This design comes from an exercise in tuning for a short achievable clock period and few clock cycles per item on the open sky130 flow, not from production work. RTL that was checked went through simulation tests only; none was proved equivalent to the original. Only the layout flow was run in runs 3 to 5; the RTL was not checked for function there. Power is estimated from default activity; no workload was simulated.

**design/flow/design.v**
```verilog
`default_nettype none
package swarq_pkg;
	localparam int WINDOW_SLOTS = 32;
	localparam int MAX_PAYLOAD  = 1400;
	localparam int MAX_RESULTS  = 32;
	localparam int SLOT_W  = $clog2(WINDOW_SLOTS);
	localparam int CNT_W   = $clog2(WINDOW_SLOTS + 1);
	localparam int RES_W   = $clog2(MAX_RESULTS);
	localparam int SEQ_W   = 16;
	localparam int SIZE_W  = 11;
	localparam int MAP_W   = 32;
	localparam int TOTAL_W = 32;
	localparam int KIND_W  = 2;
	localparam int OKIND_W = 3;
	localparam logic [KIND_W-1:0] KIND_SEND    = 2'd0;
	localparam logic [KIND_W-1:0] KIND_ACK     = 2'd1;
	localparam logic [KIND_W-1:0] KIND_FINISH  = 2'd2;
	localparam logic [KIND_W-1:0] KIND_TIMEOUT = 2'd3;
	localparam logic [OKIND_W-1:0] OUT_TX       = 3'd0;
	localparam logic [OKIND_W-1:0] OUT_RETX     = 3'd1;
	localparam logic [OKIND_W-1:0] OUT_REFUSED  = 3'd2;
	localparam logic [OKIND_W-1:0] OUT_FINISHED = 3'd3;
	localparam logic [OKIND_W-1:0] OUT_STATUS   = 3'd4;
endpackage
`default_nettype wire
`default_nettype none
module swarq_ram #(
	parameter int WIDTH = 8,
	parameter int DEPTH = 32
) (
	input  wire logic                     clk,
	input  wire logic                     we,
	input  wire logic [$clog2(DEPTH)-1:0] waddr,
	input  wire logic [WIDTH-1:0]         wdata,
	input  wire logic [$clog2(DEPTH)-1:0] raddr,
	output logic      [WIDTH-1:0]         rdata
);
	logic [WIDTH-1:0] mem [DEPTH];
	always_ff @(posedge clk) begin
		if (we) begin
			mem[waddr] <= wdata;
		end
		rdata <= mem[raddr];
	end
endmodule
`default_nettype wire
`default_nettype none
module sliding_window_arq_sender (
	input  wire logic                             clk,
	input  wire logic                             arst_n,
	input  wire logic                             start,
	output logic                                  busy,
	input  wire logic [swarq_pkg::KIND_W-1:0]     kind,
	input  wire logic [swarq_pkg::SIZE_W-1:0]     payload_size,
	input  wire logic [swarq_pkg::SEQ_W-1:0]      ack_seq,
	input  wire logic [swarq_pkg::MAP_W-1:0]      received_map,
	output logic                                  result_valid,
	output logic      [swarq_pkg::OKIND_W-1:0]    out_kind,
	output logic      [swarq_pkg::SEQ_W-1:0]      out_seq,
	output logic      [swarq_pkg::SIZE_W-1:0]     out_size,
	output logic      [swarq_pkg::TOTAL_W-1:0]    delivered_bytes,
	output logic                                  last
);
	localparam int W   = swarq_pkg::WINDOW_SLOTS;
	localparam int SW  = swarq_pkg::SLOT_W;
	localparam int CW  = swarq_pkg::CNT_W;
	localparam int QW  = swarq_pkg::SEQ_W;
	localparam int ZW  = swarq_pkg::SIZE_W;
	localparam int TW  = swarq_pkg::TOTAL_W;
	localparam int KW  = swarq_pkg::OKIND_W;
	localparam int LW  = 6;           
	localparam int HW  = QW - LW;
	localparam int RW  = 16;          
	localparam int NQ  = 7;           
	localparam int NQW = $clog2(NQ + 2);
	typedef logic [KW-1:0] okind_t;
	function automatic logic lt_sop(input logic [QW-1:0] a, input logic [QW-1:0] b, input int n);
		logic r;
		logic eqh;
		r = 1'b0;
		for (int i = 0; i < QW; i++) begin
			if (i < n) begin
				eqh = 1'b1;
				for (int j = i + 1; j < QW; j++) begin
					if (j < n) begin
						eqh = eqh & (a[j] ~^ b[j]);
					end
				end
				r = r | (!a[i] & b[i] & eqh);
			end
		end
		lt_sop = r;
	endfunction
	function automatic logic [SW-1:0] low_idx(input logic [W-1:0] v);
		logic [W-1:0]  a;
		logic [SW-1:0] p [W];
		a = v;
		for (int i = 0; i < W; i++) begin
			p[i] = '0;
		end
		for (int l = 0; l < SW; l++) begin
			for (int i = 0; i < (W >> (l + 1)); i++) begin
				p[i] = a[2*i] ? p[2*i] : (p[2*i+1] | SW'(1 << l));
				a[i] = a[2*i] | a[2*i+1];
			end
		end
		low_idx = p[0];
	endfunction
	function automatic logic [W-1:0] any_below(input logic [W-1:0] v);
		logic [W-1:0] r;
		r = {v[W-2:0], 1'b0};
		for (int d = 1; d < W; d = d * 2) begin
			r = r | (r << d);
		end
		any_below = r;
	endfunction
	function automatic logic most_one(input logic [W-1:0] v);
		logic [W-1:0] a, m;
		a = v;
		m = '0;
		for (int w = W / 2; w >= 1; w = w / 2) begin
			for (int i = 0; i < w; i++) begin
				m[i] = m[2*i] | m[2*i+1] | (a[2*i] & a[2*i+1]);
				a[i] = a[2*i] | a[2*i+1];
			end
		end
		most_one = !m[0];
	endfunction
	function automatic logic most_two(input logic [W-1:0] v);
		logic [W-1:0] a, t, m;
		a = v;
		t = '0;
		m = '0;
		for (int w = W / 2; w >= 1; w = w / 2) begin
			for (int i = 0; i < w; i++) begin
				m[i] = m[2*i] | m[2*i+1] | (t[2*i] & a[2*i+1]) | (a[2*i] & t[2*i+1]);
				t[i] = t[2*i] | t[2*i+1] | (a[2*i] & a[2*i+1]);
				a[i] = a[2*i] | a[2*i+1];
			end
		end
		most_two = !m[0];
	endfunction
	logic              in_v;
	logic [1:0]        in_kind;
	logic [ZW-1:0]     in_size;
	logic [QW-1:0]     in_ack;
	logic [QW-1:LW]    in_ack_hp1;   
	logic [W-1:0]      in_map;
	logic              take;
	logic [NQW-1:0]    inflight_q;
	logic [NQW-1:0]    inflight_dec;
	logic              busy_next;
	logic              drop_q;
	logic              busy_q;       
	logic              pi_v;
	logic [1:0]        pi_kind;
	logic [ZW-1:0]     pi_size;
	logic [QW-1:0]     pi_ack;
	logic [QW-1:LW]    pi_ack_hp1;
	logic [W-1:0]      pi_map;
	logic              pi_big;       
	logic [2:0]        pi_eq0, pi_eq1, pi_borrow, pi_at, pi_behind;    
	logic [1:0]        pi_le;                                           
	logic              ps_a, ps_n, ps_inc;    
	logic [QW-1:0]     next_p1;
	logic [QW-1:LW]    next_hp1;
	logic [QW-1:0]     base_q;
	logic [HW-1:0]     base_hp1_q;   
	logic [QW-1:0]     next_q;
	logic [CW-1:0]     cnt_q;
	logic              fin_q;
	logic [RW-1:0]     sent_q;       
	logic [RW-1:0]     cum_q [W];    
	logic              cw_q;         
	logic [SW-1:0]     cw_idx_q;
	logic              p_send, p_ack, p_fin, p_tmo;
	logic              eq0, eq1, borrow, le_n, nwrap, at_base;
	logic              inwin, behind;
	logic              refuse;
	logic [QW-1:0]     next_inc;
	logic [CW-1:0]     cnt_ack;
	logic              p_drop;
	logic              d1_v;
	okind_t            d1_k;         
	logic              d1_ack;       
	logic [QW-1:0]     d1_seq;
	logic [ZW-1:0]     d1_size;
	logic [W-1:0]      d1_mask;      
	logic [W-1:0]      d1_map;
	logic              d1_upd;       
	logic [RW-1:0]     d1_lo;        
	logic [RW-1:0]     tlo_q;        
	logic [RW-1:0]     v_lo;
	logic              v_wrap;
	logic [W-1:0]      v_vec;
	okind_t            q_k    [NQ];
	logic [QW-1:0]     q_seq  [NQ];
	logic [RW-1:0]     q_lo   [NQ];
	logic              q_wrap [NQ];
	logic [W-1:0]      q_vec  [NQ];   
	logic              q_last [NQ];
	logic [NQ-1:0]     q_wp;          
	logic [NQ-1:0]     q_we;          
	logic [NQ-1:0]     q_rp;          
	logic [NQW-1:0]    q_n;
	logic              q_push, q_pop;
	okind_t            q_rk;
	logic [QW-1:0]     q_rseq;
	logic [RW-1:0]     q_rlo;
	logic              q_rwrap;
	logic [W-1:0]      q_rvec;
	logic              q_rlast;
	logic              c_v;
	okind_t            c_k;
	logic [QW-1:0]     c_seq;
	logic [RW-1:0]     c_lo;
	logic              c_wrap;       
	logic [W-1:0]      c_vec;        
	logic              c_last;       
	logic              c_adv;
	logic [SW-1:0]     c_idx;
	logic [TW-1:RW]    thi_q;        
	logic [TW-1:RW]    thi_p1_q;     
	logic              tsat_q;       
	logic              c_sat;
	logic [ZW-1:0]     size_q [W];
	logic              e_v;
	okind_t            e_k;
	logic [QW-1:0]     e_seq;
	logic [SW-1:0]     e_idx;
	logic [SW-1:0]     e_slot;
	logic [ZW-1:0]     e_size;
	logic [TW-1:0]     e_total;
	logic              e_last;
	logic              e_list;
	logic              o_v;
	okind_t            o_k;
	logic [QW-1:0]     o_seq;
	logic [ZW-1:0]     o_size;
	logic [TW-1:0]     o_total;
	logic              o_last;
	assign busy = busy_q;
	assign take = start && !busy_q;
	assign inflight_dec = inflight_q - NQW'(q_pop) - NQW'(drop_q);
	assign busy_next    = q_pop ? (inflight_q + NQW'(!busy_q) >= NQW'(NQ + 1))
	                            : (inflight_q + NQW'(!busy_q) >= NQW'(NQ));
	always_ff @(posedge clk) begin
		busy_q     <= busy_next;
		in_kind    <= kind;
		in_size    <= payload_size;
		in_ack     <= ack_seq;
		in_ack_hp1 <= ack_seq[QW-1:LW] + 1'b1;
		in_map     <= received_map;
	end
	always_ff @(posedge clk or negedge arst_n) begin
		if (!arst_n) begin
			in_v       <= 1'b0;
			inflight_q <= '0;
			drop_q     <= 1'b0;
		end else begin
			in_v       <= take;
			inflight_q <= take ? inflight_dec + 1'b1 : inflight_dec;
			drop_q     <= p_drop;
		end
	end
	assign next_p1  = next_q + 1'b1;
	assign next_hp1 = next_q[QW-1:LW] + 1'b1;
	always_ff @(posedge clk or negedge arst_n) begin
		if (!arst_n) begin
			pi_v <= 1'b0;
		end else begin
			pi_v <= in_v;
		end
	end
	always_ff @(posedge clk) begin
		pi_kind    <= in_kind;
		pi_size    <= in_size;
		pi_ack     <= in_ack;
		pi_ack_hp1 <= in_ack_hp1;
		pi_map     <= in_map;
		pi_big     <= in_size > ZW'(swarq_pkg::MAX_PAYLOAD);
		pi_eq0     <= {in_ack[QW-1:LW] == next_q[QW-1:LW], in_ack[QW-1:LW] == pi_ack[QW-1:LW],
		               in_ack[QW-1:LW] == base_q[QW-1:LW]};
		pi_eq1     <= {in_ack[QW-1:LW] == next_hp1, in_ack[QW-1:LW] == pi_ack_hp1,
		               in_ack[QW-1:LW] == base_hp1_q};
		pi_borrow  <= {lt_sop(QW'(in_ack[LW-1:0]), QW'(next_q[LW-1:0]), LW),
		               lt_sop(QW'(in_ack[LW-1:0]), QW'(pi_ack[LW-1:0]), LW),
		               lt_sop(QW'(in_ack[LW-1:0]), QW'(base_q[LW-1:0]), LW)};
		pi_at      <= {in_ack == next_q, in_ack == pi_ack, in_ack == base_q};
		pi_behind  <= {in_ack[QW-1] ^ next_q[QW-1]
		                   ^ lt_sop({1'b0, in_ack[QW-2:0]}, {1'b0, next_q[QW-2:0]}, QW - 1),
		               in_ack[QW-1] ^ pi_ack[QW-1]
		                   ^ lt_sop({1'b0, in_ack[QW-2:0]}, {1'b0, pi_ack[QW-2:0]}, QW - 1),
		               in_ack[QW-1] ^ base_q[QW-1]
		                   ^ lt_sop({1'b0, in_ack[QW-2:0]}, {1'b0, base_q[QW-2:0]}, QW - 1)};
		pi_le      <= {!lt_sop(QW'(next_p1[LW-1:0]), QW'(in_ack[LW-1:0]), LW),
		               !lt_sop(QW'(next_q[LW-1:0]), QW'(in_ack[LW-1:0]), LW)};
	end
	assign p_send = pi_v && !fin_q && (pi_kind == swarq_pkg::KIND_SEND);
	assign p_ack  = pi_v && !fin_q && (pi_kind == swarq_pkg::KIND_ACK);
	assign p_fin  = pi_v && !fin_q && (pi_kind == swarq_pkg::KIND_FINISH);
	assign p_tmo  = pi_v && !fin_q && (pi_kind == swarq_pkg::KIND_TIMEOUT);
	assign eq0     = ps_a ? pi_eq0[1]    : (ps_n ? pi_eq0[2]    : pi_eq0[0]);
	assign eq1     = ps_a ? pi_eq1[1]    : (ps_n ? pi_eq1[2]    : pi_eq1[0]);
	assign borrow  = ps_a ? pi_borrow[1] : (ps_n ? pi_borrow[2] : pi_borrow[0]);
	assign at_base = ps_a ? pi_at[1]     : (ps_n ? pi_at[2]     : pi_at[0]);
	assign behind  = ps_a ? pi_behind[1] : (ps_n ? pi_behind[2] : pi_behind[0]);
	assign le_n    = ps_inc ? pi_le[1] : pi_le[0];
	assign nwrap   = lt_sop(QW'(next_q[LW-1:0]), QW'(base_q[LW-1:0]), LW);
	assign inwin   = (eq0 && !borrow && (nwrap || le_n)) || (eq1 && borrow && nwrap && le_n);
	assign cnt_ack = CW'(next_q[LW-1:0] - pi_ack[LW-1:0]);
	assign refuse   = cnt_q[CW-1] || pi_big;
	assign next_inc = next_q + 1'b1;
	assign p_drop   = p_tmo && (cnt_q == '0);
	function automatic logic [W-1:0] thermo(input logic [CW-1:0] c);
		logic [W-1:0] m;
		for (int i = 0; i < W; i++) begin
			m[i] = CW'(i) < c;
		end
		thermo = m;
	endfunction
	always_ff @(posedge clk) begin
		cw_idx_q <= next_inc[SW-1:0];
		if (cw_q) begin
			cum_q[cw_idx_q] <= sent_q;
		end
	end
	always_ff @(posedge clk or negedge arst_n) begin
		if (!arst_n) begin
			base_q     <= '0;
			base_hp1_q <= HW'(1);
			next_q     <= '0;
			cnt_q      <= '0;
			fin_q      <= 1'b0;
			sent_q     <= '0;
			cw_q       <= 1'b0;
			d1_v       <= 1'b0;
			d1_upd     <= 1'b0;
			ps_a       <= 1'b0;
			ps_n       <= 1'b0;
			ps_inc     <= 1'b0;
		end else begin
			cw_q   <= p_send && !refuse;
			ps_inc <= p_send && !refuse;
			ps_a   <= p_ack && inwin;
			ps_n   <= p_ack && !inwin && !behind;
			d1_v   <= pi_v && !p_drop;
			d1_upd <= p_ack && (inwin ? !at_base : (!behind && (cnt_q != '0)));
			if (p_send && !refuse) begin
				next_q <= next_inc;
				cnt_q  <= cnt_q + 1'b1;
				sent_q <= sent_q + RW'(pi_size);
			end
			if (p_ack) begin
				if (inwin) begin
					base_q     <= pi_ack;
					base_hp1_q <= pi_ack_hp1;
					cnt_q      <= cnt_ack;
				end else if (!behind) begin
					base_q     <= next_q;
					base_hp1_q <= next_hp1;
					cnt_q      <= '0;
				end
			end
			if (p_fin) begin
				fin_q <= 1'b1;
			end
		end
	end
	always_ff @(posedge clk) begin
		d1_ack  <= p_ack;
		d1_map  <= pi_map;
		d1_size <= pi_size;
		d1_lo   <= (inwin && !(cw_q && cw_idx_q == pi_ack[SW-1:0])) ? cum_q[pi_ack[SW-1:0]] : sent_q;
		d1_mask <= thermo(cnt_q);
		d1_seq  <= base_q;
		if (p_send) begin
			d1_k   <= refuse ? swarq_pkg::OUT_REFUSED : swarq_pkg::OUT_TX;
			d1_seq <= next_q;
		end else if (p_ack) begin
			d1_k <= swarq_pkg::OUT_RETX;
			if (inwin) begin
				d1_seq  <= pi_ack;
				d1_mask <= thermo(cnt_ack);
			end else if (!behind) begin
				d1_seq  <= next_q;
				d1_mask <= '0;
			end
		end else if (p_tmo) begin
			d1_k <= swarq_pkg::OUT_RETX;
		end else begin
			d1_k <= swarq_pkg::OUT_FINISHED;
		end
	end
	assign v_lo   = d1_upd ? d1_lo : tlo_q;
	assign v_wrap = d1_upd && lt_sop(QW'(d1_lo), QW'(tlo_q), RW);
	always_ff @(posedge clk or negedge arst_n) begin
		if (!arst_n) begin
			tlo_q <= '0;
		end else begin
			tlo_q <= v_lo;
		end
	end
	always_comb begin
		for (int i = 0; i < W; i++) begin
			v_vec[i] = d1_mask[i] && !(d1_ack && d1_map[i]);
		end
	end
	assign q_push = d1_v;
	always_ff @(posedge clk) begin
		for (int i = 0; i < NQ; i++) begin
			if (q_we[i]) begin
				q_k[i]    <= (d1_k == swarq_pkg::OUT_RETX && v_vec == '0) ? swarq_pkg::OUT_STATUS : d1_k;
				q_seq[i]  <= d1_seq;
				q_lo[i]   <= v_lo;
				q_wrap[i] <= v_wrap;
				q_vec[i]  <= (d1_k == swarq_pkg::OUT_RETX) ? v_vec : {{(W-ZW){1'b0}}, d1_size};
				q_last[i] <= (d1_k != swarq_pkg::OUT_RETX) || most_one(v_vec);
			end
		end
	end
	always_ff @(posedge clk or negedge arst_n) begin
		if (!arst_n) begin
			q_wp <= NQ'(1);
			q_we <= '0;
			q_rp <= NQ'(1);
			q_n  <= '0;
		end else begin
			if (q_push) begin
				q_wp <= {q_wp[NQ-2:0], q_wp[NQ-1]};
				q_we <= (pi_v && !p_drop) ? {q_wp[NQ-2:0], q_wp[NQ-1]} : '0;
			end else begin
				q_we <= (pi_v && !p_drop) ? q_wp : '0;
			end
			if (q_pop) begin
				q_rp <= {q_rp[NQ-2:0], q_rp[NQ-1]};
			end
			q_n <= q_n + NQW'(q_push) - NQW'(q_pop);
		end
	end
	always_comb begin
		q_rk    = '0;
		q_rseq  = '0;
		q_rlo   = '0;
		q_rwrap = 1'b0;
		q_rvec  = '0;
		q_rlast = 1'b0;
		for (int i = 0; i < NQ; i++) begin
			if (q_rp[i]) begin
				q_rk    = q_rk    | q_k[i];
				q_rseq  = q_rseq  | q_seq[i];
				q_rlo   = q_rlo   | q_lo[i];
				q_rwrap = q_rwrap | q_wrap[i];
				q_rvec  = q_rvec  | q_vec[i];
				q_rlast = q_rlast | q_last[i];
			end
		end
	end
	assign c_adv = !c_v || c_last;
	assign q_pop = c_adv && (q_n != '0);
	assign c_idx = low_idx(c_vec);
	assign c_sat = tsat_q || (c_v && c_wrap && (thi_q == '1));
	always_ff @(posedge clk or negedge arst_n) begin
		if (!arst_n) begin
			c_v      <= 1'b0;
			thi_q    <= '0;
			thi_p1_q <= (TW-RW)'(1);
			tsat_q   <= 1'b0;
		end else begin
			if (c_adv) begin
				c_v <= q_n != '0;
			end
			if (c_v && c_wrap) begin
				thi_q    <= thi_p1_q;
				thi_p1_q <= thi_p1_q + 1'b1;
			end
			tsat_q <= c_sat;
		end
	end
	always_ff @(posedge clk) begin
		if (c_adv) begin
			c_k    <= q_rk;
			c_seq  <= q_rseq;
			c_lo   <= q_rlo;
			c_wrap <= q_rwrap;
			c_vec  <= q_rvec;
			c_last <= q_rlast;
		end else begin
			c_wrap <= 1'b0;
			c_vec  <= c_vec & any_below(c_vec);
			c_last <= most_two(c_vec);
		end
		if (c_v && c_k == swarq_pkg::OUT_TX) begin
			size_q[c_seq[SW-1:0]] <= c_vec[ZW-1:0];
		end
	end
	always_ff @(posedge clk or negedge arst_n) begin
		if (!arst_n) begin
			e_v <= 1'b0;
		end else begin
			e_v <= c_v;
		end
	end
	always_ff @(posedge clk) begin
		e_k     <= c_k;
		e_seq   <= c_seq;
		e_idx   <= c_idx;
		e_slot  <= c_seq[SW-1:0] + c_idx;
		e_size  <= (c_k == swarq_pkg::OUT_TX) ? c_vec[ZW-1:0] : '0;
		e_total <= c_sat ? '1 : {((c_v && c_wrap) ? thi_p1_q : thi_q), c_lo};
		e_last  <= c_last;
		e_list  <= c_k == swarq_pkg::OUT_RETX;
	end
	always_ff @(posedge clk or negedge arst_n) begin
		if (!arst_n) begin
			o_v <= 1'b0;
		end else begin
			o_v <= e_v;
		end
	end
	always_ff @(posedge clk) begin
		o_k     <= e_k;
		o_total <= e_total;
		o_last  <= e_last;
		o_seq   <= e_list ? e_seq + {{(QW-SW){1'b0}}, e_idx} : e_seq;
		o_size  <= e_list ? size_q[e_slot] : e_size;
	end
	assign result_valid    = o_v;
	assign out_kind        = o_k;
	assign out_seq         = o_seq;
	assign out_size        = o_size;
	assign delivered_bytes = o_total;
	assign last            = o_last;
endmodule
`default_nettype wire
```
**design/flow/run.sh**
```bash
#!/bin/bash
# synth_recipe.tcl (not shown) runs the flow's synth.tcl, then flattens the netlist and writes it again
# the make line also repeats each setting of config.mk as NAME=value (left out here)
make -C /OpenROAD-flow-scripts/flow DESIGN_CONFIG=/design/flow/config.mk WORK_HOME=/design/flow/orfs CLKGATE_MAP_FILE= SYNTH_SCRIPT=/design/flow/synth_recipe.tcl finish
```
**design/flow/config.mk**
```make
export PLATFORM = sky130hd
export DESIGN_NAME = sliding_window_arq_sender
export DESIGN_NICKNAME = sliding_window_arq_sender
export VERILOG_FILES = /design/flow/design.v
export SDC_FILE = /design/flow/constraint.sdc
export NUM_CORES = 4
export LEC_CHECK = 0
export ABC_CLOCK_PERIOD_IN_PS = 2000
export CAP_MARGIN = 30
export CORE_MARGIN = 2
export CORE_UTILIZATION = 60
export SETUP_SLACK_MARGIN = 4.5
export SLEW_MARGIN = 30
```
**design/flow/constraint.sdc**
```tcl
create_clock -name core_clock -period 7.0 [get_ports {clk}]
set_input_delay 1.4000 -clock core_clock [delete_from_list [all_inputs] [get_ports {clk}]]
set_output_delay 1.4000 -clock core_clock [all_outputs]
set_load 0.01 [all_outputs]
```
==> flow_summary_export.csv, run 1 <==
group,metric,value,unit
synth,synthArstFlopShare,0.0777,
route,routedWlPerCell,28.6,um
final_layout,multiInputGateArea,19500,sq um
synth,ys_ff_latch,1983,
die,pin_count,129,
global_route,antenna_found_initial,5,
outcome,status,"no timing/DRC/antenna violations",
die,chipHeight,355,um
power,powerDensity,336,nW/um^2
route,drt_wl_total,188000,um
final_layout,nets,4976,
power,max-vdd-ir-drop,0.000275,V
clocking,cts_hold_buf,0,
timing,fmax,365,MHz
timing,final.setup.tns,0,ns
clocking,cts_buffers,192,
final_layout,design_area,86700,sq um
place,place.port_buffers,128,
worst_setup_path,critPathTopFamily,"flip-flops",
timing,setup_violations,0,
worst_setup_path,start_kind,"flip-flop",
worst_setup_path,crit_arrival,1.34,ns
place,dp_hpwl,108000,um
synth,synth-warning-count,8,
final_layout,drive_above_1_share,0.250,
die,die_w,355,um
synth,synthTopCellsByArea,"edfxtp_1 56%, dfxtp_1 12%, mux4_2 8.2%, dfrtp_1 5.1%, ha_1 2.0%",
global_route,grt_pass1_wl,273000,um
route,drtAntennaViolNets,0,
timing,min_period_over_period,0.391,
worst_setup_path,cpPeakStageDelay,0.42,ns
clocking,cts_tree,"yes",
flow_run,cap_viol_max_count,0,
worst_setup_path,worstPathCellList,"buf_6",
timing,maxSlewViolCount,0,
final_layout,areaGrowthSynthToFinish,16.9,%
route,drtIter0Drc,5123,
synth,synthMuxAreaShare,0.0923,
timing,skew,0.0266,ns
synth,synth_top_family_by_area,"multiplexers",
timing,hold_viol,0,
place,gp_congestion,0.842,
synth,yosys.area_share.adder,0.0224,
clocking,cts.clk_slew.worst_paths,0.06,ns
synth,yosys.area.top_type,"edfxtp_1",
worst_setup_path,critPathSlowestCell,"dfxtp_4",
power,leakage,30.1,nW
timing,max-slew-margin-rel,0.300,
clocking,clockRootBuffer,"clkbuf_16",
final_layout,regArea,54600,sq um
die,fp.coreArea,122000,sq um
synth,synthSimpleGateAreaFrac,0.0548,
global_route,grt_pass1_vias,40600,
synth,synth_top_cells_by_count,"1382 x edfxtp_1, 447 x dfxtp_1, 270 x mux4_2, 221 x nand2_1, 207 x nor2_1",
clocking,cts_sinks,1983,
global_route,grt_max_degree,60,
synth,syn_nets,4623,
global_route,grt_util_all_layers,0.297,
worst_setup_path,worst-path-buf-inv,1,
worst_setup_path,critPathCaptureType,"primary output",
synth,synth_edf_count,1382,
synth,syn_area,74100,sq um
final_layout,nFillCells,7882,
die,dieArea,126000,sq um
synth,synth-compound-area-share,0.0632,
synth,synthFlopType,"edfxtp_1",
die,initial_core_util,0.607,
hold_path,min_path_type,"reg2reg",
clocking,clock_latency,0.81,ns
synth,synthCells,4434,
timing,worst_slew_pin_slew,1.04,ns
route,drt-pass1-iter-count,6,
timing,fin_crit,2.74,ns
route,drc,0,
synth,yosysSeqAreaShare,0.733,
worst_setup_path,critPathKind,"reg2out",
place,dpl_cell_area,77500,sq um
timing,rsz0062_at_grt,"true",
route,vias_per_cell,6.32,
synth,ys_types,95,
route,vias,41600,
clocking,clk_path_buf_depth,3,
worst_setup_path,required,5.60,ns
die,row_count,128,
global_route,grt_overflow_total,0,
worst_setup_path,crit_fanout,1,
clocking,htreeDepth,4,
synth,synth-xor-area-share,0.0162,
synth,syn_area_per_cell,16.7,sq um
synth,synth_most_common_cell,"edfxtp_1",
synth,yosysTopAreaCellShare,0.560,
## cell usage in the layout, fill, tap and decap left out, types with 29 or more instances in the layout
master,count
a21oi_1,103
a222oi_1,69
a22oi_1,133
a31oi_1,33
buf_12,29
buf_4,190
buf_6,59
clkbuf_1,61
clkbuf_16,205
clkdlybuf4s50_1,62
clkinv_2,31
dfrtp_1,124
dfxtp_1,367
dfxtp_2,47
dfxtp_4,33
edfxtp_1,1382
ha_1,109
inv_1,89
mux2_2,50
mux4_2,270
nand2_1,216
nand2b_1,61
nand3_1,143
nand4_1,33
nor2_1,157
nor2_4,33
o21ai_0,83
xnor2_1,88
xor2_1,46
## per-stage QoR
step / utilization / total power [mW] / setup WS (ns) / hold WS [ns] / cells
2_1_floorplan: - / 17.0 / 4.12 / 0.310 / 4434
5_1_grt: 0.709 / 30.2 / 4.23 / 0.327 / 6577
4_1_cts: 0.700 / 29.0 / 4.19 / 0.324 / 6518
3_5_place_dp: 0.635 / 18.3 / 3.52 / 0.312 / 6047
6_report: 0.709 / 29.2 / 4.26 / 0.321 / 6578
3_3_place_gp: 0.634 / 18.3 / 3.47 / 0.310 / 6045
## per-layer routing
| layer | track usage | part of all wire | vias up |
|---|---|---|---|
| met4 | 0.0789 | 0.026 | 0 |
| met5 | 0 | 0 | - |
| met3 | 0.0416 | 0.081 | 321 |
| met1 | 0.442 | 0.42 | 21300 |
| li1 | - | - | 18000 |
| met2 | 0.469 | 0.48 | 1914 |
## report_power, final
group | switching [mW] | internal [mW]
Sequential | 0.646 | 13.4
Clock | 4.28 | 5.71
Combinational | 2.75 | 2.39
## worst paths after layout
| path | from | end | slack (ns) | cells past startpoint |
|---|---|---|---|---|
| max | o_total[8] | delivered_bytes[8] | 4.26 | 1 |
| min | e_total[29] | o_total[29] | 0.32 | 0 |
| max reg2reg | next_q[2] | d1_mask[17] | 4.35 | 9 |
| min reg2reg | e_total[29] | o_total[29] | 0.32 | 0 |
| max in group asynchronous | arst_n | c_v | 5.15 | 2 |
| min in group asynchronous | arst_n | sent_q[11] | 0.61 | 1 |
## sequential cells by signal (all words and copies together), names as in the netlist, 21 cells and up, named ones only
signal / cells
q_vec: 224
q_lo: 112
d1_mask: 32
c_vec: 32
e_total: 32
pi_map: 32
q_seq: 112
in_map: 32
cum_q: 512
q_k: 21
size_q: 352
d1_map: 32
o_total: 32
## layout make-up
cell class	instances	area share
diodes	1	0.0000289
clock buffers	281	0.0636
clock inverters	78	0.00675
inverters	109	0.00544
multi-input cells	2113	0.225
flip-flops and latches	1983	0.629
well taps	1625	0.0235
repair buffers	388	0.0467
## cells by family (layout without fill, tap and decap cells)
family / count (synthesis) / after routing
other: 0 / 1
DFF: 1983 / 1983
buffers and inverters: 342 / 856
xor gates and xnor gates: 137 / 137
and+or+nand+nor: 836 / 837
adders and majority gates: 130 / 130
muxes: 340 / 340
AOI/OAI and AO/OA: 666 / 669
## repair_timing
item	4_1_cts	5_1_grt
setup buffers	103	53
endpoints found under the setup margin	491	360
pin swaps	43	68
gates cloned	9	6
resized for setup	515	133
Testbench counts, summed over its fixed seeds: cycles 8,758, items 8,000.
==> run 2, diff against run 1 <==
--- a/design/flow/config.mk
+++ b/design/flow/config.mk
@@ -10,3 +10,4 @@
 export CORE_MARGIN = 2
-export CORE_UTILIZATION = 60
+export CORE_UTILIZATION = 75
+export PLACE_DENSITY = 0.8
 export SETUP_SLACK_MARGIN = 4.5
==> flow_summary_export.csv, run 2 <==
group,metric,value,unit
outcome,status,"no timing/DRC/antenna violations",
synth,synth_edf_count,1382,
global_route,grt_pass1_vias,44300,
timing,rsz0062_at_grt,"true",
final_layout,regArea,54600,sq um
worst_setup_path,crit_arrival,3.62,ns
synth,ys_ff_latch,1983,
power,powerDensity,347,nW/um^2
power,max-vdd-ir-drop,0.000333,V
synth,syn_area,74100,sq um
timing,fin_ws,4.08,ns
global_route,grt_max_degree,82,
clocking,clock_latency,0.80,ns
final_layout,multiInputGateArea,19200,sq um
timing,hold_viol,0,
route,vias_per_cell,7.33,
timing,worst_slew_pin_slew,1.07,ns
die,fp.coreArea,98100,sq um
clocking,cts_tree,"yes",
place,gp_congestion,0.931,
global_route,antenna_found_initial,15,
final_layout,areaGrowthSynthToFinish,15.6,%
synth,yosysTopAreaCellShare,0.560,
synth,yosys.area.top_type,"edfxtp_1",
clocking,cts_buffers,181,
synth,synthArstFlopShare,0.0777,
synth,synth_most_common_cell,"edfxtp_1",
final_layout,nFillCells,3841,
die,pin_count,129,
timing,skew,0.0335,ns
global_route,grt_overflow_total,0,
flow_run,cap_viol_max_count,0,
route,drtAntennaViolNets,0,
clocking,htreeDepth,4,
global_route,grt_pass1_wl,300000,um
route,routedWlPerCell,34.5,um
synth,synth_top_cells_by_count,"1382 x edfxtp_1, 447 x dfxtp_1, 270 x mux4_2, 221 x nand2_1, 207 x nor2_1",
timing,fmax,343,MHz
timing,fin_crit,2.92,ns
place,place.port_buffers,128,
final_layout,drive_above_1_share,0.241,
timing,max-slew-margin-rel,0.286,
route,drc,0,
clocking,cts_hold_buf,0,
route,vias,45500,
route,drt-pass1-iter-count,10,
place,dp_hpwl,107000,um
route,drt_wl_total,215000,um
synth,ys_types,95,
final_layout,top_register,"cum_q",
die,chipHeight,318,um
clocking,cts.clk_slew.worst_paths,0.07,ns
die,die_w,318,um
timing,final.setup.tns,0,ns
clocking,clk_path_buf_depth,3,
synth,synth-warning-count,8,
worst_setup_path,critPathKind,"reg2reg",
clocking,clockRootBuffer,"clkbuf_16",
die,dieArea,101000,sq um
synth,yosysSeqAreaShare,0.733,
final_layout,mostFrequentLayoutCell,"edfxtp_1",
synth,synthFlopType,"edfxtp_1",
power,leakage,30.1,nW
die,initial_core_util,0.755,
worst_setup_path,required,7.70,ns
worst_setup_path,crit_fanout,12,
synth,synthTopCellsByArea,"edfxtp_1 56%, dfxtp_1 12%, mux4_2 8.2%, dfrtp_1 5.1%, ha_1 2.0%",
hold_path,min_path_type,"reg2reg",
final_layout,nets,4953,
timing,maxSlewViolCount,0,
final_layout,most-common-layout-cells,"1382 x edfxtp_1, 361 x dfxtp_1, 270 x mux4_2",
worst_setup_path,critPathCaptureType,"flip-flop",
route,drtIter0Drc,8269,
timing,min_period_over_period,0.417,
clocking,cts_sinks,1983,
timing,setup_violations,0,
global_route,grt_util_all_layers,0.410,
worst_setup_path,start_kind,"flip-flop",
die,row_count,115,
place,pre_cts_ws,3.51,ns
final_layout,largest_register_ffs,512,
synth,syn_nets,4623,
synth,syn_area_per_cell,16.7,sq um
synth,synthCells,4434,
-- run 2: path summary, 6_finish.rpt --
path / startpoint / to / slack (ns) / depth (start not counted)
worst min register to register: pi_map[10] / d1_map[10] / 0.32 / 0
worst max register to register: c_vec[4] / flip-flop / 4.08 / 13
worst max-delay path: c_vec[4] / flip-flop / 4.08 / 13
max in group asynchronous: arst_n / thi_p1_q[27] / 5.03 / 2
worst min-delay path: pi_map[10] / d1_map[10] / 0.32 / 0
min in group asynchronous: arst_n / next_q[14] / 0.70 / 1
-- run 2: timing repair --
action                     4_1_cts  5_1_grt
gates resized for setup        545      102
gates cloned                     8        6
setup buffers                   78       48
pin swaps                       33       36
setup endpoints to repair      301      227
-- run 2: critical path: stages (launching register included) --
cell and delay (ns):
dfxtp_4 0.41, nor4_4 0.37, nand2_4 0.11, nor2_4 0.13
nand2_4 0.09, clkinv_4 0.10, nand2_4 0.05, o221a_4 0.29
ha_4 0.17, fa_2 0.36, a21o_1 0.20, a21oi_2 0.19
xor2_2 0.20, xnor2_1 0.17
-- run 2: layout make-up --
type,count,share of cell area
inverter,109,0.00545
clock buffer,259,0.0612
sequential,1983,0.637
tap,1287,0.0188
multi-input combinational,2110,0.223
clock inverter,77,0.00794
antenna,9,0.000263
timing repair buffer,379,0.0461
-- run 2: cell families (layout without fill, tap and decap cells) --
logic type	after synthesis	in the layout	share of synthesized area
AO/OA/AOI/OAI	666	667	0.0632
adder cells (fa/ha/maj)	130	130	0.0224
flip-flops	1983	1983	0.733
other	0	9	0
AND/OR/NAND/NOR	836	836	0.0548
XOR/XNOR	137	137	0.0162
multiplexers	340	340	0.0923
buffers and inverters	342	824	0.0185
-- run 2: power breakdown --
group | switching, mW | internal [mW]
Combinational | 3.14 | 2.49
Clock | 4.36 | 5.62
Sequential | 0.740 | 13.4
-- run 2: routing by layer --
metal / global-route usage / routed length [um] / part of all wire / vias up
met5: 0 / 98 / 0.00046 / -
met4: 0.206 / 15600 / 0.073 / 14
met3: 0.0832 / 26600 / 0.12 / 1049
met2: 0.673 / 103000 / 0.48 / 4343
met1: 0.532 / 69300 / 0.32 / 22200
li1: - / - / - / 17900
-- run 2: metrics by stage --
step	hold slack, ns	power, mW	utilization	instances	area (sq um)
finish	0.323	29.8	0.873	6213	85700
global route	0.328	30.4	0.873	6205	85700
CTS	0.326	29.0	0.864	6150	84700
detailed placement	0.312	18.4	0.786	5728	77100
global placement	0.311	18.2	0.785	5725	77100
floorplan	0.310	17.0	-	4434	74300
==> run 3, diff against run 2 <==
--- a/design/flow/design.v
+++ b/design/flow/design.v
@@ -73,3 +73,3 @@
 	localparam int RW  = 16;          
-	localparam int NQ  = 7;           
+	localparam int NQ  = 6;           
 	localparam int NQW = $clog2(NQ + 2);
@@ -142,8 +142,2 @@
 	endfunction
-	logic              in_v;
-	logic [1:0]        in_kind;
-	logic [ZW-1:0]     in_size;
-	logic [QW-1:0]     in_ack;
-	logic [QW-1:LW]    in_ack_hp1;   
-	logic [W-1:0]      in_map;
 	logic              take;
@@ -247,8 +241,3 @@
 	always_ff @(posedge clk) begin
-		busy_q     <= busy_next;
-		in_kind    <= kind;
-		in_size    <= payload_size;
-		in_ack     <= ack_seq;
-		in_ack_hp1 <= ack_seq[QW-1:LW] + 1'b1;
-		in_map     <= received_map;
+		busy_q <= busy_next;
 	end
@@ -256,3 +245,2 @@
 		if (!arst_n) begin
-			in_v       <= 1'b0;
 			inflight_q <= '0;
@@ -260,3 +248,2 @@
 		end else begin
-			in_v       <= take;
 			inflight_q <= take ? inflight_dec + 1'b1 : inflight_dec;
@@ -271,3 +258,3 @@
 		end else begin
-			pi_v <= in_v;
+			pi_v <= take;
 		end
@@ -275,24 +262,24 @@
 	always_ff @(posedge clk) begin
-		pi_kind    <= in_kind;
-		pi_size    <= in_size;
-		pi_ack     <= in_ack;
-		pi_ack_hp1 <= in_ack_hp1;
-		pi_map     <= in_map;
-		pi_big     <= in_size > ZW'(swarq_pkg::MAX_PAYLOAD);
-		pi_eq0     <= {in_ack[QW-1:LW] == next_q[QW-1:LW], in_ack[QW-1:LW] == pi_ack[QW-1:LW],
-		               in_ack[QW-1:LW] == base_q[QW-1:LW]};
-		pi_eq1     <= {in_ack[QW-1:LW] == next_hp1, in_ack[QW-1:LW] == pi_ack_hp1,
-		               in_ack[QW-1:LW] == base_hp1_q};
-		pi_borrow  <= {lt_sop(QW'(in_ack[LW-1:0]), QW'(next_q[LW-1:0]), LW),
-		               lt_sop(QW'(in_ack[LW-1:0]), QW'(pi_ack[LW-1:0]), LW),
-		               lt_sop(QW'(in_ack[LW-1:0]), QW'(base_q[LW-1:0]), LW)};
-		pi_at      <= {in_ack == next_q, in_ack == pi_ack, in_ack == base_q};
-		pi_behind  <= {in_ack[QW-1] ^ next_q[QW-1]
-		                   ^ lt_sop({1'b0, in_ack[QW-2:0]}, {1'b0, next_q[QW-2:0]}, QW - 1),
-		               in_ack[QW-1] ^ pi_ack[QW-1]
-		                   ^ lt_sop({1'b0, in_ack[QW-2:0]}, {1'b0, pi_ack[QW-2:0]}, QW - 1),
-		               in_ack[QW-1] ^ base_q[QW-1]
-		                   ^ lt_sop({1'b0, in_ack[QW-2:0]}, {1'b0, base_q[QW-2:0]}, QW - 1)};
-		pi_le      <= {!lt_sop(QW'(next_p1[LW-1:0]), QW'(in_ack[LW-1:0]), LW),
-		               !lt_sop(QW'(next_q[LW-1:0]), QW'(in_ack[LW-1:0]), LW)};
+		pi_kind    <= kind;
+		pi_size    <= payload_size;
+		pi_ack     <= ack_seq;
+		pi_ack_hp1 <= ack_seq[QW-1:LW] + 1'b1;
+		pi_map     <= received_map;
+		pi_big     <= payload_size > ZW'(swarq_pkg::MAX_PAYLOAD);
+		pi_eq0     <= {ack_seq[QW-1:LW] == next_q[QW-1:LW], ack_seq[QW-1:LW] == pi_ack[QW-1:LW],
+		               ack_seq[QW-1:LW] == base_q[QW-1:LW]};
+		pi_eq1     <= {ack_seq[QW-1:LW] == next_hp1, ack_seq[QW-1:LW] == pi_ack_hp1,
+		               ack_seq[QW-1:LW] == base_hp1_q};
+		pi_borrow  <= {lt_sop(QW'(ack_seq[LW-1:0]), QW'(next_q[LW-1:0]), LW),
+		               lt_sop(QW'(ack_seq[LW-1:0]), QW'(pi_ack[LW-1:0]), LW),
+		               lt_sop(QW'(ack_seq[LW-1:0]), QW'(base_q[LW-1:0]), LW)};
+		pi_at      <= {ack_seq == next_q, ack_seq == pi_ack, ack_seq == base_q};
+		pi_behind  <= {ack_seq[QW-1] ^ next_q[QW-1]
+		                   ^ lt_sop({1'b0, ack_seq[QW-2:0]}, {1'b0, next_q[QW-2:0]}, QW - 1),
+		               ack_seq[QW-1] ^ pi_ack[QW-1]
+		                   ^ lt_sop({1'b0, ack_seq[QW-2:0]}, {1'b0, pi_ack[QW-2:0]}, QW - 1),
+		               ack_seq[QW-1] ^ base_q[QW-1]
+		                   ^ lt_sop({1'b0, ack_seq[QW-2:0]}, {1'b0, base_q[QW-2:0]}, QW - 1)};
+		pi_le      <= {!lt_sop(QW'(next_p1[LW-1:0]), QW'(ack_seq[LW-1:0]), LW),
+		               !lt_sop(QW'(next_q[LW-1:0]), QW'(ack_seq[LW-1:0]), LW)};
 	end
--- a/design/flow/config.mk
+++ b/design/flow/config.mk
@@ -10,4 +10,3 @@
 export CORE_MARGIN = 2
-export CORE_UTILIZATION = 75
-export PLACE_DENSITY = 0.8
+export CORE_UTILIZATION = 60
 export SETUP_SLACK_MARGIN = 4.5
==> flow_summary_export.csv, run 3 <==
group,metric,value,unit
outcome,status,"no timing/DRC/antenna violations",
place,dpl_cell_area,73800,sq um
synth,yosysSeqAreaShare,0.721,
synth,yosys.area.top_type,"edfxtp_1",
synth,synth_edf_count,1313,
worst_setup_path,critPathKind,"reg2reg",
final_layout,drive_above_1_share,0.248,
power,leakage,28.3,nW
synth,synthSimpleGateAreaFrac,0.0601,
place,dp_hpwl,99900,um
die,chipHeight,346,um
timing,hold_viol,0,
die,die_w,346,um
timing,whs,0.322,ns
worst_setup_path,required,7.70,ns
place,dpl.cell_count,5824,
final_layout,final_core_util,0.706,
clocking,htreeDepth,4,
worst_setup_path,critPathTopFamily,"simple AND/OR/NAND/NOR gates",
place,gp_congestion,0.894,
timing,max-slew-margin-rel,0.327,
global_route,grt_pass1_wl,253000,um
worst_setup_path,path_common_cell,"nor2_4",
clocking,cts_buffers,179,
die,fp.coreArea,116000,sq um
synth,synthArstFlopShare,0.0806,
synth,syn_area,70200,sq um
synth,synth_most_common_cell,"edfxtp_1",
synth,syn_area_per_cell,16.3,sq um
die,initial_core_util,0.605,
die,row_count,125,
route,drtIter0Drc,4403,
worst_setup_path,worstReg2RegStart,"c_vec[10]",
final_layout,largest_register_ffs,512,
synth,synth-warning-count,8,
global_route,busiest_layer,"met2",
global_route,antenna_found_initial,5,
hold_path,min_from,"e_total[27]",
final_layout,design_area,82000,sq um
final_layout,top_register,"cum_q",
route,drc,0,
route,drtAntennaViolNets,0,
power,powerDensity,335,nW/um^2
clocking,cts_hold_buf,0,
synth,synth-compound-area-share,0.0644,
route,routedWlPerCell,27.1,um
global_route,grt_pass1_vias,38700,
synth,syn_nets,4502,
timing,skew,0.0260,ns
timing,maxSlewViolCount,0,
die,dieArea,120000,sq um
worst_setup_path,critPathSlowestCell,"or4_4",
synth,synth_top_cells_by_count,"1313 x edfxtp_1, 376 x dfxtp_1, 270 x mux4_2, 235 x nand2_1, 206 x nor2_1",
hold_path,min_path_type,"reg2reg",
die,pin_count,129,
worst_setup_path,crit_arrival,3.53,ns
worst_setup_path,cpPeakStageDelay,0.53,ns
global_route,grt_overflow_total,0,
synth,ys_types,73,
synth,ys_ff_latch,1837,
route,vias_per_cell,6.23,
final_layout,mostFrequentLayoutCell,"edfxtp_1",
synth,synth-xor-area-share,0.0162,
global_route,grt_util_all_layers,0.284,
synth,synthCells,4318,
synth,synthMuxAreaShare,0.0956,
flow_run,cap_viol_max_count,0,
synth,synth_top_family_by_area,"multiplexers",
route,vias,39100,
route,drt-pass1-iter-count,6,
worst_setup_path,worst-path-buf-inv,2,
timing,fmax,354,MHz
global_route,grt_use_met1,0.416,
place,pre_cts_ws,3.25,ns
power,power,27.5,mW
timing,setup_violations,0,
synth,synthTopCellsByArea,"edfxtp_1 56%, dfxtp_1 11%, mux4_2 8.7%, dfrtp_1 5.1%, ha_1 2.0%",
worst_setup_path,critPathCaptureType,"flip-flop",
synth,yosysTopAreaCellShare,0.561,
clocking,cts_sinks,1837,
timing,worst_slew_pin_slew,1.00,ns
route,drt_wl_total,170000,um
global_route,met2_usage,0.454,
final_layout,areaGrowthSynthToFinish,16.7,%
final_layout,most-common-layout-cells,"1313 x edfxtp_1, 312 x dfxtp_1, 270 x mux4_2",
timing,min_period_over_period,0.404,
clocking,clockRootBuffer,"clkbuf_16",
worst_setup_path,worstPathCellList,"buf_12 > or4_4 > nor2_4 > inv_1 > nor2_4 > a221oi_2 > ha_2 > fa_2 > a21o_1 > a21oi_1 > xor2_1 > xnor2_1",
global_route,grt_max_degree,83,
synth,yosys.area_share.adder,0.0236,
worst_setup_path,critPathLaunch,"c_vec[10]",
place,place.port_buffers,128,
timing,fin_crit,2.83,ns
worst_setup_path,start_kind,"flip-flop",
final_layout,nets,4785,
worst_setup_path,crit_fanout,22,
clocking,clk_path_buf_depth,3,
timing,rsz0062_at_grt,"true",
global_route,grtUsageMet3,0.0402,
clocking,cts_tree,"yes",
synth,synthFlopType,"edfxtp_1",
clocking,clock_latency,0.78,ns
power,max-vdd-ir-drop,0.000241,V
timing,fin_ws,4.17,ns
timing,final.setup.tns,0,ns
clocking,cts.clk_slew.worst_paths,0.06,ns
final_layout,fin_cells,6279,
[run 3: changes by cell type after synthesis, sizes merged, moves of 19 or more]
cell / before / now
clkbuf: 167 / 196
a22oi: 133 / 168
buf: 66 / 47
edfxtp: 1382 / 1313
dfxtp: 447 / 376
a222oi: 69 / 0
nand2b: 62 / 87
o22ai: 27 / 69
o21ai: 103 / 84
nand3: 146 / 109
a221oi: 17 / 37
[run 3: repair_timing]
item                                    4_1_cts  5_1_grt
resized for setup                           497      121
endpoints found under the setup margin      466      462
buffers inserted                             77       28
gates cloned                                 12        2
pin swaps                                    34       36
[run 3: path summary, 6_finish.rpt]
check | to | slack (ns) | depth (start not counted)
worst max-delay path | flip-flop | 4.17 | 12
worst min-delay path | o_total[27] | 0.32 | 0
worst max register to register | flip-flop | 4.17 | 12
worst min register to register | o_total[27] | 0.32 | 0
max in group asynchronous | pi_v | 5.06 | 3
min in group asynchronous | sent_q[15] | 0.49 | 1
[run 3: area by class of cell]
class / count / area [sq um]
diodes: 2 / 5.00
clock buffers: 253 / 5200
clock inverters: 80 / 641
fillers: 7465 / 34200
inverters: 109 / 485
multi-input cells: 2132 / 19300
flip-flops and latches: 1837 / 50800
well taps: 1524 / 1910
repair buffers: 342 / 3570
[run 3: kinds of logic (layout without fill, tap and decap cells)]
family                     Yosys count  in the layout
adders and majority gates          131            131
other                                0              2
buffers and inverters              352            784
muxes                              329            329
DFF                               1837           1837
xor gates and xnor gates           130            130
and+or+nand+nor                    869            872
AOI/OAI and AO/OA                  670            670
[run 3: power by group]
group	total [mW]	internal (mW)	switching, mW
Sequential	13.3	12.6	0.713
Combinational	4.62	2.08	2.54
Clock	9.49	5.53	3.96
[run 3: metal layers]
metal,part of all wire,wire (um)
met3,0.067,11400
met2,0.49,82500
met5,0.000077,13
met1,0.42,71800
met4,0.025,4210
==> run 4, diff against run 3 <==
--- a/design/flow/design.v
+++ b/design/flow/design.v
@@ -157,2 +157,3 @@
 	logic [1:0]        pi_le;                                           
+	logic [CW-1:0]     pi_cnt [2];   
 	logic              ps_a, ps_n, ps_inc;    
@@ -224,3 +225,2 @@
 	logic [SW-1:0]     e_idx;
-	logic [SW-1:0]     e_slot;
 	logic [ZW-1:0]     e_size;
@@ -282,2 +282,4 @@
 		                   ^ lt_sop({1'b0, ack_seq[QW-2:0]}, {1'b0, base_q[QW-2:0]}, QW - 1)};
+		pi_cnt[0]  <= CW'(next_q[LW-1:0] - ack_seq[LW-1:0]);
+		pi_cnt[1]  <= CW'(next_p1[LW-1:0] - ack_seq[LW-1:0]);
 		pi_le      <= {!lt_sop(QW'(next_p1[LW-1:0]), QW'(ack_seq[LW-1:0]), LW),
@@ -297,3 +299,3 @@
 	assign inwin   = (eq0 && !borrow && (nwrap || le_n)) || (eq1 && borrow && nwrap && le_n);
-	assign cnt_ack = CW'(next_q[LW-1:0] - pi_ack[LW-1:0]);
+	assign cnt_ack = ps_inc ? pi_cnt[1] : pi_cnt[0];
 	assign refuse   = cnt_q[CW-1] || pi_big;
@@ -494,3 +496,2 @@
 		e_idx   <= c_idx;
-		e_slot  <= c_seq[SW-1:0] + c_idx;
 		e_size  <= (c_k == swarq_pkg::OUT_TX) ? c_vec[ZW-1:0] : '0;
@@ -512,3 +513,3 @@
 		o_seq   <= e_list ? e_seq + {{(QW-SW){1'b0}}, e_idx} : e_seq;
-		o_size  <= e_list ? size_q[e_slot] : e_size;
+		o_size  <= e_list ? size_q[e_seq[SW-1:0] + e_idx] : e_size;
 	end
==> flow_summary_export.csv, run 4 <==
group,metric,value,unit
timing,hold_viol,0,
timing,min_period_over_period,0.413,
final_layout,drive_above_1_share,0.249,
synth,syn_area,70200,sq um
clocking,cts_hold_buf,0,
timing,skew,0.0229,ns
die,row_count,125,
timing,fmax,346,MHz
synth,syn_nets,4465,
synth,synth_most_common_cell,"edfxtp_1",
power,combPwrFrac,0.191,
power,powerDensity,342,nW/um^2
global_route,grt_overflow_total,0,
route,routedWlPerCell,27.5,um
final_layout,top_register,"cum_q",
final_layout,most-common-layout-cells,"1313 x edfxtp_1, 317 x dfxtp_1, 270 x mux4_2",
clocking,htreeDepth,4,
worst_setup_path,worstPathCellList,"ha_4 > fa_4 > buf_12 > buf_12 > buf_16 > mux4_2 > mux4_2 > mux2i_1 > a21oi_1",
die,dieArea,120000,sq um
power,leakage,28.8,nW
synth,synthTopCellsByArea,"edfxtp_1 56%, dfxtp_1 11%, mux4_2 8.7%, dfrtp_1 5.1%, ha_1 2.0%",
clocking,clockRootBuffer,"clkbuf_16",
synth,ys_types,72,
die,chipHeight,346,um
synth,synth-warning-count,9,
final_layout,mostFrequentLayoutCell,"edfxtp_1",
place,place.port_buffers,128,
worst_setup_path,required,7.66,ns
route,vias_per_cell,6.21,
clocking,clk_path_buf_depth,3,
final_layout,fin_cells,6274,
timing,fin_crit,2.89,ns
hold_path,min_path_type,"reg2reg",
global_route,grt_util_all_layers,0.287,
synth,synthFlopType,"edfxtp_1",
worst_setup_path,critPathCaptureType,"flip-flop",
synth,yosys.area.top_type,"edfxtp_1",
outcome,status,"no timing/DRC/antenna violations",
clocking,cts_tree,"yes",
global_route,grt_max_degree,99,
synth,ys_ff_latch,1844,
place,gp_congestion,0.895,
worst_setup_path,crit_arrival,3.55,ns
power,p_sw,7.50,mW
synth,synth_top_cells_by_count,"1313 x edfxtp_1, 383 x dfxtp_1, 270 x mux4_2, 237 x nor2_1, 231 x nand2_1",
timing,fin_ws,4.11,ns
synth,syn_area_per_cell,16.4,sq um
clocking,cts_sinks,1844,
power,p_seq_frac,0.466,
final_layout,nets,4773,
worst_setup_path,start_kind,"flip-flop",
power,clockPowerShare,0.343,
timing,max-slew-margin-rel,0.377,
timing,rsz0062_at_grt,"true",
synth,synthCells,4285,
global_route,grt_pass1_vias,38400,
place,dpl.cell_count,5799,
timing,worst_slew_pin_slew,0.927,ns
synth,yosysTopAreaCellShare,0.562,
worst_setup_path,crit_fanout,6,
timing,setup_violations,0,
worst_setup_path,critPathSlowestCell,"fa_4",
place,dp_hpwl,101000,um
power,max-vdd-ir-drop,0.000240,V
synth,synth_edf_count,1313,
worst_setup_path,critPathKind,"reg2reg",
clocking,cts.clk_slew.worst_paths,0.06,ns
timing,maxSlewViolCount,0,
clocking,clock_latency,0.79,ns
route,drc,0,
global_route,grt_pass1_wl,253000,um
synth,synthArstFlopShare,0.0803,
die,initial_core_util,0.605,
route,drtIter0Drc,4282,
power,netSwitchingFraction,0.266,
route,drt-pass1-iter-count,8,
route,vias,39000,
flow_run,cap_viol_max_count,0,
final_layout,areaGrowthSynthToFinish,17.4,%
synth,yosysSeqAreaShare,0.724,
power,internal_power,20.7,mW
worst_setup_path,cpPeakStageDelay,0.79,ns
timing,final.setup.tns,0,ns
route,drt_wl_total,173000,um
place,pre_cts_ws,2.44,ns
clocking,cts_buffers,180,
final_layout,largest_register_ffs,512,
global_route,antenna_found_initial,2,
die,fp.coreArea,116000,sq um
die,pin_count,129,
die,die_w,346,um
route,drtAntennaViolNets,0,
==> run 4: cell count changes in the layout (fill, tap and decap cells not counted), sizes merged, moves of 9 or more <==
cell and delta:
o22ai -33, mux2i +12, nand2b -33, o32ai +12, nor3 -25, a31oi -17, a222oi +18, nor2 +32
clkinv -10, or4 -9, inv +23
==> run 4: final cells by class <==
cell class / instances / area (sq um)
clock buffer: 252 / 5110
tap: 1524 / 1910
antenna: 2 / 5.00
sequential: 1844 / 51000
multi-input combinational: 2095 / 19300
timing repair buffer: 347 / 3760
clock inverter: 85 / 837
inverter: 125 / 519
fill: 7400 / 33600
==> run 4: what timing repair did <==
item,in CTS,in global routing
cloned,16,9
setup buffers,88,22
setup endpoints to repair,561,410
gates resized for setup,522,150
pin swaps,29,47
==> run 4: final timing paths <==
check | startpoint | to | depth (start not counted) | slack [ns]
worst max-delay path | e_seq[0] | o_size[5] | 9 | 4.11
worst min-delay path | pi_map[8] | d1_map[8] | 0 | 0.32
worst max register to register | e_seq[0] | o_size[5] | 9 | 4.11
worst min register to register | pi_map[8] | d1_map[8] | 0 | 0.32
max in group asynchronous | arst_n | thi_q[19] | 2 | 5.23
min in group asynchronous | arst_n | q_rp[5] | 1 | 0.62
==> run 4: kinds of logic (layout without fill, tap and decap cells) <==
logic type | Yosys count | in the layout | share of synthesized area
AOI/OAI and AO/OA | 664 | 669 | 0.0654
xor gates and xnor gates | 132 | 132 | 0.0165
adders and majority gates | 125 | 125 | 0.0226
buffers and inverters | 354 | 809 | 0.0191
DFF | 1844 | 1844 | 0.724
muxes | 344 | 344 | 0.0978
other | 0 | 2 | 0
and+or+nand+nor | 822 | 825 | 0.0549
==> run 4: metal layers <==
metal	vias to the layer above	track usage	wire length, um	part of all wire
li1	17300	-	-	-
met1	19900	0.412	72300	0.42
met2	1518	0.464	83900	0.49
met3	271	0.0438	11600	0.067
met4	2	0.0784	4590	0.027
met5	-	0	13	0.000075
==> run 4: per-stage QoR <==
step	power, mW	utilization	area, sq um	hold slack, ns
3_3_place_gp	17.7	0.635	73700	0.311
3_5_place_dp	17.8	0.636	73800	0.312
4_1_cts	28.0	0.703	81600	0.323
6_report	28.2	0.710	82500	0.321
2_1_floorplan	16.1	-	70600	0.310
5_1_grt	29.1	0.710	82400	0.323
==> run 4: critical path, delay by kind of cell, from the launching register on <==
| kind | cells | cell delay [ns] |
|---|---|---|
| buffers and inverters | 3 | 0.39 |
| adders and majority gates | 2 | 0.95 |
| AOI/OAI and AO/OA | 1 | 0.08 |
| DFF | 1 | 0.33 |
| muxes | 3 | 1.00 |
==> run 4: power groups by stage <==
stage	logic [mW]	clock network, mW	registers [mW]
6_report	5.39	9.66	13.1
5_1_grt	5.73	10.2	13.2
4_1_cts	5.15	9.78	13.1
3_5_place_dp	4.39	0	13.4
3_3_place_gp	4.35	0	13.4
2_1_floorplan	2.92	0	13.2
==> run 5, diff against run 4 <==
--- a/design/flow/design.v
+++ b/design/flow/design.v
@@ -190,2 +190,5 @@
 	logic [W-1:0]      v_vec;
+	okind_t            v_kf;
+	logic [W-1:0]      v_vecf;
+	logic              v_last;
 	okind_t            q_k    [NQ];
@@ -398,2 +401,5 @@
 	assign q_push = d1_v;
+	assign v_kf   = (d1_k == swarq_pkg::OUT_RETX && v_vec == '0) ? swarq_pkg::OUT_STATUS : d1_k;
+	assign v_vecf = (d1_k == swarq_pkg::OUT_RETX) ? v_vec : {{(W-ZW){1'b0}}, d1_size};
+	assign v_last = (d1_k != swarq_pkg::OUT_RETX) || most_one(v_vec);
 	always_ff @(posedge clk) begin
@@ -401,3 +407,3 @@
 			if (q_we[i]) begin
-				q_k[i]    <= (d1_k == swarq_pkg::OUT_RETX && v_vec == '0) ? swarq_pkg::OUT_STATUS : d1_k;
+				q_k[i]    <= v_kf;
 				q_seq[i]  <= d1_seq;
@@ -405,4 +411,4 @@
 				q_wrap[i] <= v_wrap;
-				q_vec[i]  <= (d1_k == swarq_pkg::OUT_RETX) ? v_vec : {{(W-ZW){1'b0}}, d1_size};
-				q_last[i] <= (d1_k != swarq_pkg::OUT_RETX) || most_one(v_vec);
+				q_vec[i]  <= v_vecf;
+				q_last[i] <= v_last;
 			end
@@ -436,3 +442,10 @@
 		q_rlast = 1'b0;
-		for (int i = 0; i < NQ; i++) begin
+		if (q_n == '0) begin
+			q_rk    = v_kf;
+			q_rseq  = d1_seq;
+			q_rlo   = v_lo;
+			q_rwrap = v_wrap;
+			q_rvec  = v_vecf;
+			q_rlast = v_last;
+		end else for (int i = 0; i < NQ; i++) begin
 			if (q_rp[i]) begin
@@ -448,3 +461,3 @@
 	assign c_adv = !c_v || c_last;
-	assign q_pop = c_adv && (q_n != '0);
+	assign q_pop = c_adv && ((q_n != '0) || d1_v);
 	assign c_idx = low_idx(c_vec);
@@ -459,3 +472,3 @@
 			if (c_adv) begin
-				c_v <= q_n != '0;
+				c_v <= (q_n != '0) || d1_v;
 			end
==> flow_summary_export.csv, run 5 <==
group,metric,value,unit
outcome,status,"no timing/DRC/antenna violations",
route,drtIter0Drc,3937,
timing,maxSlewViolCount,0,
clocking,cts_tree,"yes",
route,drtAntennaViolNets,0,
synth,synth_most_common_cell,"edfxtp_1",
final_layout,areaGrowthSynthToFinish,16.7,%
worst_setup_path,critPathSlowestCell,"fa_4",
synth,yosys.area_share.adder,0.0221,
global_route,grt_pass1_vias,39600,
power,leakage,28.8,nW
global_route,grt_pass1_wl,257000,um
timing,whs,0.311,ns
timing,fin_crit,2.87,ns
timing,hold_viol,0,
final_layout,nFillCells,7705,
synth,yosys.area.top_type,"edfxtp_1",
clocking,clockRootBuffer,"clkbuf_16",
synth,synth-warning-count,9,
die,die_w,348,um
flow_run,cap_viol_max_count,0,
synth,synth_top_family_by_area,"multiplexers",
timing,setup_violations,0,
synth,synthFlopType,"edfxtp_1",
worst_setup_path,critPathTopFamily,"multiplexers",
synth,synthSimpleGateAreaFrac,0.0545,
synth,synth-compound-area-share,0.0705,
synth,yosysTopAreaCellShare,0.557,
hold_path,min_path_type,"reg2reg",
final_layout,mostFrequentLayoutCell,"edfxtp_1",
worst_setup_path,worst-r2r-cell-count,8,
final_layout,most-common-layout-cells,"1313 x edfxtp_1, 324 x dfxtp_1, 270 x mux4_2",
worst_setup_path,critPathCaptureType,"flip-flop",
die,pin_count,129,
synth,syn_area_per_cell,16.3,sq um
worst_setup_path,rr_endpoint,"o_size[7]",
clocking,clock_latency,0.78,ns
hold_path,min_to,"d1_map[7]",
die,fp.coreArea,118000,sq um
synth,yosysSeqAreaShare,0.718,
hold_path,holdPathStages,0,
synth,synth_edf_count,1313,
worst_setup_path,worstPathCellList,"ha_4 > fa_4 > buf_12 > buf_12 > mux4_2 > mux4_2 > mux2i_1 > a21oi_1",
clocking,htreeDepth,4,
worst_setup_path,cpPeakStageDelay,0.77,ns
die,initial_core_util,0.602,
worst_setup_path,start_kind,"flip-flop",
worst_setup_path,required,7.64,ns
timing,final.setup.tns,0,ns
clocking,clk_path_buf_depth,3,
timing,worst_slew_pin_slew,1.06,ns
global_route,grt_max_degree,66,
final_layout,diodes,0,
synth,synth_top_cells_by_count,"1313 x edfxtp_1, 383 x dfxtp_1, 270 x mux4_2, 229 x nor2_1, 201 x nand2_1",
place,dp_hpwl,98900,um
synth,syn_area,70800,sq um
clocking,cts.clk_slew.worst_paths,0.06,ns
route,vias_per_cell,6.31,
die,chipHeight,348,um
synth,synthCells,4352,
synth,synthArstFlopShare,0.0803,
synth,synth-xor-area-share,0.0168,
route,drc,0,
route,routedWlPerCell,27.8,um
timing,fmax,348,MHz
clocking,cts_buffers,180,
route,vias,40100,
die,row_count,126,
hold_path,min_from,"pi_map[7]",
worst_setup_path,crit_fanout,7,
global_route,grt_util_all_layers,0.290,
worst_setup_path,critPathKind,"reg2reg",
worst_setup_path,worst-path-buf-inv,2,
synth,synthTopCellsByArea,"edfxtp_1 56%, dfxtp_1 11%, mux4_2 8.6%, dfrtp_1 5.1%, ha_1 1.9%",
synth,synthMuxAreaShare,0.0990,
clocking,cts_sinks,1844,
final_layout,top_register,"cum_q",
global_route,grt_overflow_total,0,
worst_setup_path,worstReg2RegStart,"e_seq[0]",
timing,min_period_over_period,0.410,
timing,max-slew-margin-rel,0.287,
synth,syn_nets,4532,
synth,ys_ff_latch,1844,
global_route,antenna_found_initial,0,
final_layout,largest_register_ffs,512,
final_layout,drive_above_1_share,0.250,
place,place.port_buffers,128,
final_layout,nets,4840,
timing,skew,0.0239,ns
die,dieArea,121000,sq um
route,drt-pass1-iter-count,6,
place,gp_congestion,0.905,
worst_setup_path,r2r_slack,4.13,ns
timing,rsz0062_at_grt,"true",
power,max-vdd-ir-drop,0.000403,V
synth,ys_types,74,
route,drt_wl_total,177000,um
power,powerDensity,388,nW/um^2
worst_setup_path,crit_arrival,3.52,ns
-- run 5: per-layer routing --
layer  GRT usage  share of wire  vias to the layer above
met1       0.415           0.41                    20500
met5           0              0                        -
met3      0.0365          0.069                      276
met4      0.0817          0.026                        0
met2       0.476           0.49                     1682
li1            -              -                    17600
-- run 5: logic make-up after synthesis --
kind of cell,count (synthesis)
AOI/OAI and AO/OA,746
xor gates and xnor gates,136
adders and majority gates,123
buffers and inverters,353
DFF,1844
muxes,357
and+or+nand+nor,793
-- run 5: timing repair --
| item | 4_1_cts | 5_1_grt |
|---|---|---|
| setup endpoints to repair | 483 | 234 |
| buffers inserted | 80 | 39 |
| hold endpoints to repair | 0 | 0 |
| pin swaps | 29 | 44 |
| gates cloned | 18 | 11 |
| resized for setup | 520 | 160 |
| hold buffers | 0 | 0 |
-- run 5: stage by stage --
stage	util	worst slack (ns)	power [mW]	area (sq um)	instances
floorplan	-	3.86	18.8	71100	4352
global placement	0.630	2.96	21.3	74100	5866
detailed placement	0.630	2.91	21.4	74100	5866
CTS	0.693	4.08	31.9	81500	6303
global route	0.703	4.06	33.2	82700	6353
finish	0.703	4.13	32.0	82700	6353
-- run 5: worst max path at each step --
| stage | start | cells after the start | to |
|---|---|---|---|
| 3_3_place_gp | ack_seq[1] | 10 | pi_behind[0] |
| 6_report | e_seq[0] | 8 | o_size[7] |
| 5_1_grt | e_seq[0] | 9 | o_size[1] |
| 4_1_cts | e_seq[0] | 8 | o_size[7] |
| 3_5_place_dp | ack_seq[1] | 10 | pi_behind[0] |
| 2_1_floorplan | ack_seq[1] | 9 | pi_behind[0] |
-- run 5: layout make-up --
type                            count  area [sq um]  share of cell area
Tap cell                         1536          1920              0.0233
Clock buffer                      270          5310              0.0642
Inverter                          104           415             0.00503
Timing Repair Buffer              364          3830              0.0464
Clock inverter                     69           503             0.00609
Multi-Input combinational cell   2165         19700               0.238
Sequential cell                  1844         51000               0.617
Timing Repair inverter              1          7.51           0.0000908
-- run 5: power by group --
part	total (mW)	switching, mW	internal, mW
sequential	14.1	0.957	13.1
clock	9.39	4.03	5.37
combinational	8.55	4.52	4.03

re-timing with driven ports:
The flow's constraints put no driver on any port. The routed layouts listed below were extracted and timed again, unchanged, in two steps. Step 1 assumes that a clkbuf_16 drives the clock port and a buf_2 every other input. Step 2 also shifts input and output timing later by t, the mid clock arrival at the registers, as if the neighbouring blocks saw the same clock. a / b / c = ideal ports / drivers / drivers and shift; a / b = the first two.
| run | shift t [ns] | setup WS [ns] | hold slack, ns | worst setup path after step 2 |
|---|---|---|---|---|
| run 1 | 0.863 | 4.262 / 4.193 / 3.956 | 0.321 / 0.321 / 0.321 | input to register |
| run 2 | 0.857 | 4.081 / 4.081 / 3.829 | 0.323 / 0.323 / 0.323 | input to register |
| run 3 | 0.847 | 4.173 / 4.173 / 3.752 | 0.322 / 0.322 / 0.322 | input to register |
| run 4 | 0.857 | 4.111 / 4.111 / 3.795 | 0.321 / 0.321 / 0.321 | input to register |
| run 5 | 0.855 | 4.127 / 4.127 / 3.583 | 0.311 / 0.311 / 0.311 | input to register |
After both steps every run listed still meets setup and hold. For run 5, which loses most, drivers alone change the setup slack by 0.000 ns; drivers and shift together by -0.544 ns.
